What follows belongs to an exercise in optimizing a design on an open flow for small area, a short achievable clock period and few clock cycles per item; a production flow would make more cautious choices.

==> job 4479: inputs <==
==> flow/design.v <==
`default_nettype none
package bdq_pkg;
    localparam int OP_W     = 3;
    localparam int STATUS_W = 2;
    localparam int VALUE_W  = 32;
    localparam logic [OP_W-1:0] OP_PUSH_FRONT = 3'd0;
    localparam logic [OP_W-1:0] OP_PUSH_BACK  = 3'd1;
    localparam logic [OP_W-1:0] OP_LIST       = 3'd2;
    localparam logic [OP_W-1:0] OP_POP_FRONT  = 3'd3;
    localparam logic [OP_W-1:0] OP_POP_BACK   = 3'd4;
    localparam logic [STATUS_W-1:0] STAT_OK    = 2'd0;
    localparam logic [STATUS_W-1:0] STAT_EMPTY = 2'd1;
    localparam logic [STATUS_W-1:0] STAT_FULL  = 2'd2;
endpackage
`default_nettype wire
`default_nettype none
import bdq_pkg::*;
module bounded_deque_with_dump
#(
    parameter int DEPTH      = 16,
    parameter int DATA_WIDTH = 32
) (
    input  wire logic                         aclk,
    input  wire logic                         aresetn,
    input  wire logic                         s_valid,
    output logic                              s_ready,
    input  wire logic        [OP_W-1:0]       s_op,
    input  wire logic signed [VALUE_W-1:0]    s_value,
    output logic                              m_valid,
    input  wire logic                         m_ready,
    output logic             [STATUS_W-1:0]   m_status,
    output logic signed      [VALUE_W-1:0]    m_data,
    output logic             [$clog2(DEPTH+1)-1:0] m_fill,
    output logic                              m_last
);
    localparam int CNT_W = $clog2(DEPTH + 1);
    localparam int PTR_W = $clog2(DEPTH);
    logic [DATA_WIDTH-1:0] mem [DEPTH];
    logic [PTR_W-1:0]      head_q, tail_q;      
    logic [CNT_W-1:0]      cnt_q;
    logic                  empty_q;
    logic                  lst_q;               
    logic [PTR_W-1:0]      lp_q;                
    logic [PTR_W-1:0]      lrem_q;              
    logic                  rdy_q;
    logic                  ov_q;                
    logic [STATUS_W-1:0]   o_st_q;
    logic [VALUE_W-1:0]    o_data_q;
    logic [CNT_W-1:0]      o_fill_q;
    logic                  o_last_q;
    logic                  kv_q;                
    logic [STATUS_W-1:0]   k_st_q;
    logic [CNT_W-1:0]      k_fill_q;
    logic                  k_last_q;
    logic [PTR_W-1:0]      k_addr_q;
    logic                  k_rd_q;
    logic                  acc, fire, take;
    logic                  full;
    logic                  is_push, is_list, is_popf, is_popb, is_pop;
    logic [STATUS_W-1:0]   b_st;
    logic [CNT_W-1:0]      b_fill;
    logic                  b_last;
    logic [PTR_W-1:0]      b_addr;
    logic                  b_rd;
    logic                  we;
    assign full    = cnt_q[CNT_W-1];
    assign acc     = s_valid && rdy_q;
    assign fire    = !kv_q && (lst_q || acc);
    assign take    = m_ready || !ov_q;
    assign is_push = (s_op == OP_PUSH_FRONT) || (s_op == OP_PUSH_BACK);
    assign is_list = (s_op == OP_LIST);
    assign is_popf = (s_op == OP_POP_FRONT);
    assign is_popb = (s_op == OP_POP_BACK);
    assign is_pop  = is_popf || is_popb;
    always_comb begin
        b_st   = STAT_OK;
        b_fill = cnt_q;
        b_last = 1'b1;
        b_rd   = 1'b0;
        b_addr = head_q;
        if (lst_q) begin
            b_rd   = 1'b1;
            b_addr = lp_q;
            b_last = (lrem_q == '0);
        end else if (is_push) begin
            if (full) b_st = STAT_FULL;
            else      b_fill = cnt_q + CNT_W'(1);
        end else if (is_list || is_pop) begin
            if (empty_q) begin
                b_st = STAT_EMPTY;
            end else begin
                b_rd = 1'b1;
                if (is_popb) b_addr = tail_q - PTR_W'(1);
                if (is_pop)  b_fill = cnt_q - CNT_W'(1);
                else         b_last = (cnt_q == CNT_W'(1));
            end
        end
    end
    assign we = !kv_q && !full;
    always_ff @(posedge aclk) begin
        for (int i = 0; i < DEPTH; i++) begin
            if (we && (tail_q == PTR_W'(i) || head_q == PTR_W'(i + 1)))
                mem[i] <= s_value;
        end
    end
    logic                  kv_n, lst_n;
    always_comb begin
        kv_n  = !take && (kv_q || fire);
        lst_n = lst_q;
        if (fire) begin
            if (lst_q) begin
                if (lrem_q == '0) lst_n = 1'b0;
            end else if (is_list && !empty_q && cnt_q != CNT_W'(1)) begin
                lst_n = 1'b1;
            end
        end
    end
    always_ff @(posedge aclk) begin
        if (!aresetn) begin
            head_q  <= '0;
            tail_q  <= '0;
            cnt_q   <= '0;
            empty_q <= 1'b1;
            lst_q   <= 1'b0;
            kv_q    <= 1'b0;
            ov_q    <= 1'b0;
            rdy_q   <= 1'b1;
        end else begin
            kv_q  <= kv_n;
            lst_q <= lst_n;
            rdy_q <= !kv_n && !lst_n;
            if (take) ov_q <= kv_q || fire;
            if (fire && !lst_q) begin
                if (is_push && !full) begin
                    cnt_q   <= cnt_q + CNT_W'(1);
                    empty_q <= 1'b0;
                    if (s_op[0]) tail_q <= tail_q + PTR_W'(1);
                    else         head_q <= head_q - PTR_W'(1);
                end
                if (is_pop && !empty_q) begin
                    cnt_q   <= cnt_q - CNT_W'(1);
                    empty_q <= (cnt_q == CNT_W'(1));
                    if (is_popf) head_q <= head_q + PTR_W'(1);
                    else         tail_q <= tail_q - PTR_W'(1);
                end
            end
        end
    end
    always_ff @(posedge aclk) begin
        if (fire) begin
            if (lst_q) begin
                lp_q   <= lp_q + PTR_W'(1);
                lrem_q <= lrem_q - PTR_W'(1);
            end else begin
                lp_q   <= head_q + PTR_W'(1);
                lrem_q <= PTR_W'(cnt_q - CNT_W'(2));
            end
        end
    end
    always_ff @(posedge aclk) begin
        if (!kv_q) begin
            k_st_q   <= b_st;
            k_fill_q <= b_fill;
            k_last_q <= b_last;
            k_addr_q <= b_addr;
            k_rd_q   <= b_rd;
        end
    end
    logic [PTR_W-1:0]      r_addr;
    logic                  r_rd;
    logic [VALUE_W-1:0]    r_data;
    assign r_addr = kv_q ? k_addr_q : b_addr;
    assign r_rd   = kv_q ? k_rd_q   : b_rd;
    assign r_data = r_rd ? mem[r_addr] : '0;
    always_ff @(posedge aclk) begin
        if (take) begin
            o_st_q   <= kv_q ? k_st_q   : b_st;
            o_fill_q <= kv_q ? k_fill_q : b_fill;
            o_last_q <= kv_q ? k_last_q : b_last;
            o_data_q <= r_data;
        end
    end
    assign s_ready  = rdy_q;
    assign m_valid  = ov_q;
    assign m_status = o_st_q;
    assign m_data   = o_data_q;
    assign m_fill   = o_fill_q;
    assign m_last   = o_last_q;
endmodule
`default_nettype wire
==> flow/run.sh <==
#!/bin/bash
# synth_recipe.tcl (not shown) runs the flow's synth.tcl, then flattens the netlist and writes it again
# the make line also repeats each setting of config.mk as NAME=value (left out here)
make -C /OpenROAD-flow-scripts/flow DESIGN_CONFIG=/design/flow/config.mk WORK_HOME=/design/flow/orfs CLKGATE_MAP_FILE= SYNTH_SCRIPT=/design/flow/synth_recipe.tcl finish
==> flow/config.mk <==
export PLATFORM = sky130hd
export DESIGN_NAME = bounded_deque_with_dump
export DESIGN_NICKNAME = bounded_deque_with_dump
export VERILOG_FILES = /design/flow/design.v
export SDC_FILE = /design/flow/constraint.sdc
export NUM_CORES = 4
export LEC_CHECK = 0
export ABC_CLOCK_PERIOD_IN_PS = 2000
export CAP_MARGIN = 20
export CORE_MARGIN = 2
export CORE_UTILIZATION = 40
export SETUP_SLACK_MARGIN = 2.5
export SLEW_MARGIN = 20
==> flow/constraint.sdc <==
create_clock -name core_clock -period 5.0 [get_ports {aclk}]
set_input_delay 1.0000 -clock core_clock [delete_from_list [all_inputs] [get_ports {aclk}]]
set_output_delay 1.0000 -clock core_clock [all_outputs]
set_load 0.01 [all_outputs]
==> inputs of job 4449, as changes to job 4479 <==
==> flow/design.v, changed modules only <==
module bounded_deque_with_dump
#(
    parameter int DEPTH      = 16,
    parameter int DATA_WIDTH = 32
) (
    input  wire logic                         aclk,
    input  wire logic                         aresetn,
    input  wire logic                         s_valid,
    output logic                              s_ready,
    input  wire logic        [OP_W-1:0]       s_op,
    input  wire logic signed [VALUE_W-1:0]    s_value,
    output logic                              m_valid,
    input  wire logic                         m_ready,
    output logic             [STATUS_W-1:0]   m_status,
    output logic signed      [VALUE_W-1:0]    m_data,
    output logic             [$clog2(DEPTH+1)-1:0] m_fill,
    output logic                              m_last
);
    localparam int CNT_W = $clog2(DEPTH + 1);
    localparam int PTR_W = $clog2(DEPTH);
    logic [DATA_WIDTH-1:0] mem [DEPTH];
    logic [PTR_W-1:0]      head_q, tail_q;      
    logic [CNT_W-1:0]      cnt_q;
    logic                  empty_q;
    logic                  lst_q;               
    logic [PTR_W-1:0]      lp_q;                
    logic [PTR_W-1:0]      lrem_q;              
    logic                  rdy_q;
    logic                  rv_q;                
    logic [OP_W-1:0]       rop_q;
    logic                  ov_q;                
    logic [STATUS_W-1:0]   o_st_q;
    logic [VALUE_W-1:0]    o_data_q;
    logic [CNT_W-1:0]      o_fill_q;
    logic                  o_last_q;
    logic                  kv_q;                
    logic [STATUS_W-1:0]   k_st_q;
    logic [VALUE_W-1:0]    k_data_q;
    logic [CNT_W-1:0]      k_fill_q;
    logic                  k_last_q;
    logic                  acc, fire, fire_r, take;
    logic                  full;
    logic                  is_push, is_pushf, is_pushb, is_list, is_popf, is_popb, is_pop;
    logic [STATUS_W-1:0]   b_st;
    logic [VALUE_W-1:0]    b_data;
    logic [CNT_W-1:0]      b_fill;
    logic                  b_last;
    logic [PTR_W-1:0]      b_addr;
    logic                  b_rd;
    assign full    = cnt_q[CNT_W-1];
    assign acc     = s_valid && rdy_q;
    assign fire_r  = rv_q && !lst_q && !kv_q;
    assign fire    = !kv_q && (lst_q || rv_q);
    assign take    = m_ready || !ov_q;
    assign is_pushf = (rop_q == OP_PUSH_FRONT);
    assign is_pushb = (rop_q == OP_PUSH_BACK);
    assign is_push  = is_pushf || is_pushb;
    assign is_list  = (rop_q == OP_LIST);
    assign is_popf  = (rop_q == OP_POP_FRONT);
    assign is_popb  = (rop_q == OP_POP_BACK);
    assign is_pop   = is_popf || is_popb;
    always_comb begin
        b_st   = STAT_OK;
        b_fill = cnt_q;
        b_last = 1'b1;
        b_rd   = 1'b0;
        b_addr = head_q;
        if (lst_q) begin
            b_rd   = 1'b1;
            b_addr = lp_q;
            b_last = (lrem_q == '0);
        end else if (is_push) begin
            if (full) b_st = STAT_FULL;
            else      b_fill = cnt_q + CNT_W'(1);
        end else if (is_list || is_pop) begin
            if (empty_q) begin
                b_st = STAT_EMPTY;
            end else begin
                b_rd = 1'b1;
                if (is_popb) b_addr = tail_q - PTR_W'(1);
                if (is_pop)  b_fill = cnt_q - CNT_W'(1);
                else         b_last = (cnt_q == CNT_W'(1));
            end
        end
    end
    assign b_data = b_rd ? mem[b_addr] : '0;
    logic [PTR_W-1:0]      head_n, tail_n;
    logic [CNT_W-1:0]      cnt_n;
    always_comb begin
        head_n = head_q;
        tail_n = tail_q;
        cnt_n  = cnt_q;
        if (fire_r) begin
            if (is_push && !full) begin
                cnt_n = cnt_q + CNT_W'(1);
                if (is_pushb) tail_n = tail_q + PTR_W'(1);
                else          head_n = head_q - PTR_W'(1);
            end
            if (is_pop && !empty_q) begin
                cnt_n = cnt_q - CNT_W'(1);
                if (is_popf) head_n = head_q + PTR_W'(1);
                else         tail_n = tail_q - PTR_W'(1);
            end
        end
    end
    logic                  we;
    assign we = !cnt_n[CNT_W-1] && !(rv_q && (lst_q || kv_q));
    always_ff @(posedge aclk) begin
        for (int i = 0; i < DEPTH; i++) begin
            if (we && (tail_n == PTR_W'(i) || head_n == PTR_W'(i + 1)))
                mem[i] <= s_value;
        end
    end
    logic                  kv_n, lst_n, rv_n;
    always_comb begin
        kv_n  = !take && (kv_q || fire);
        lst_n = lst_q;
        if (fire) begin
            if (lst_q) begin
                if (lrem_q == '0) lst_n = 1'b0;
            end else if (is_list && !empty_q && cnt_q != CNT_W'(1)) begin
                lst_n = 1'b1;
            end
        end
        rv_n = acc || (rv_q && !fire_r);
    end
    always_ff @(posedge aclk) begin
        if (!aresetn) begin
            head_q  <= '0;
            tail_q  <= '0;
            cnt_q   <= '0;
            empty_q <= 1'b1;
            lst_q   <= 1'b0;
            rv_q    <= 1'b0;
            kv_q    <= 1'b0;
            ov_q    <= 1'b0;
            rdy_q   <= 1'b1;
        end else begin
            head_q  <= head_n;
            tail_q  <= tail_n;
            cnt_q   <= cnt_n;
            empty_q <= (cnt_n == '0);
            kv_q    <= kv_n;
            lst_q   <= lst_n;
            rv_q    <= rv_n;
            rdy_q   <= !rv_n || (!kv_n && !lst_n);
            if (take) ov_q <= kv_q || fire;
        end
    end
    always_ff @(posedge aclk) begin
        if (acc) rop_q <= s_op;
    end
    always_ff @(posedge aclk) begin
        if (fire) begin
            if (lst_q) begin
                lp_q   <= lp_q + PTR_W'(1);
                lrem_q <= lrem_q - PTR_W'(1);
            end else begin
                lp_q   <= head_q + PTR_W'(1);
                lrem_q <= PTR_W'(cnt_q - CNT_W'(2));
            end
        end
    end
    always_ff @(posedge aclk) begin
        if (!kv_q) begin
            k_st_q   <= b_st;
            k_data_q <= b_data;
            k_fill_q <= b_fill;
            k_last_q <= b_last;
        end
    end
    always_ff @(posedge aclk) begin
        if (take) begin
            o_st_q   <= kv_q ? k_st_q   : b_st;
            o_data_q <= kv_q ? k_data_q : b_data;
            o_fill_q <= kv_q ? k_fill_q : b_fill;
            o_last_q <= kv_q ? k_last_q : b_last;
        end
    end
    assign s_ready  = rdy_q;
    assign m_valid  = ov_q;
    assign m_status = o_st_q;
    assign m_data   = o_data_q;
    assign m_fill   = o_fill_q;
    assign m_last   = o_last_q;
endmodule
--- a/flow/config.mk
+++ b/flow/config.mk
@@ -11,3 +11,3 @@
 export CORE_UTILIZATION = 40
-export SETUP_SLACK_MARGIN = 2.5
+export SETUP_SLACK_MARGIN = 3.0
 export SLEW_MARGIN = 20
==> comparison <==
Job 4479 completed with no timing, DRC or antenna violations. Job 4449 completed without violations.
Against job 4479, the core utilization of job 4449 is higher by 5.1 points.
Between job 4479 and job 4449, the lower die area is in job 4479 (gap 4.6%, measured against job 4449).
Of job 4449 and job 4479, job 4479 has the higher critical path depth (gap 2).
Against job 4479, the global-route usage of job 4449 is higher by 4.0 points.
Against job 4479, the worst hold slack of job 4449 is worse by 13 ps.
Against job 4449, the first-iteration DRC count of job 4479 is smaller by about 30%.
No functional check of the RTL was part of any run of this note.

[re-timing with driven ports]
Ports are ideal in the flow. The routed layouts listed here were re-timed in OpenROAD. Step 1 assumes that a clkbuf_16 drives the clock port and a buf_2 every other input. Step 2 times the ports against the registers' clock, not the clock port: input delays grow and output delays shrink by t, the midpoint of the rising clock arrivals with the driver on. a / b / c = ideal ports / drivers / drivers and shift; a / b = the first two.
run	shift t [ns]	setup slack, ns	worst setup path after step 2	latest minus earliest clock arrival (ns)
job 4479	0.694	1.737 / 1.757 / 1.064	input to register	0.039 / 0.039
job 4449	0.700	1.682 / 1.682 / 1.682	register to register	0.056 / 0.056
After both steps every run listed still meets setup and hold. For job 4479, which loses most, drivers alone change the setup slack by +0.020 ns; drivers and shift together by -0.673 ns.
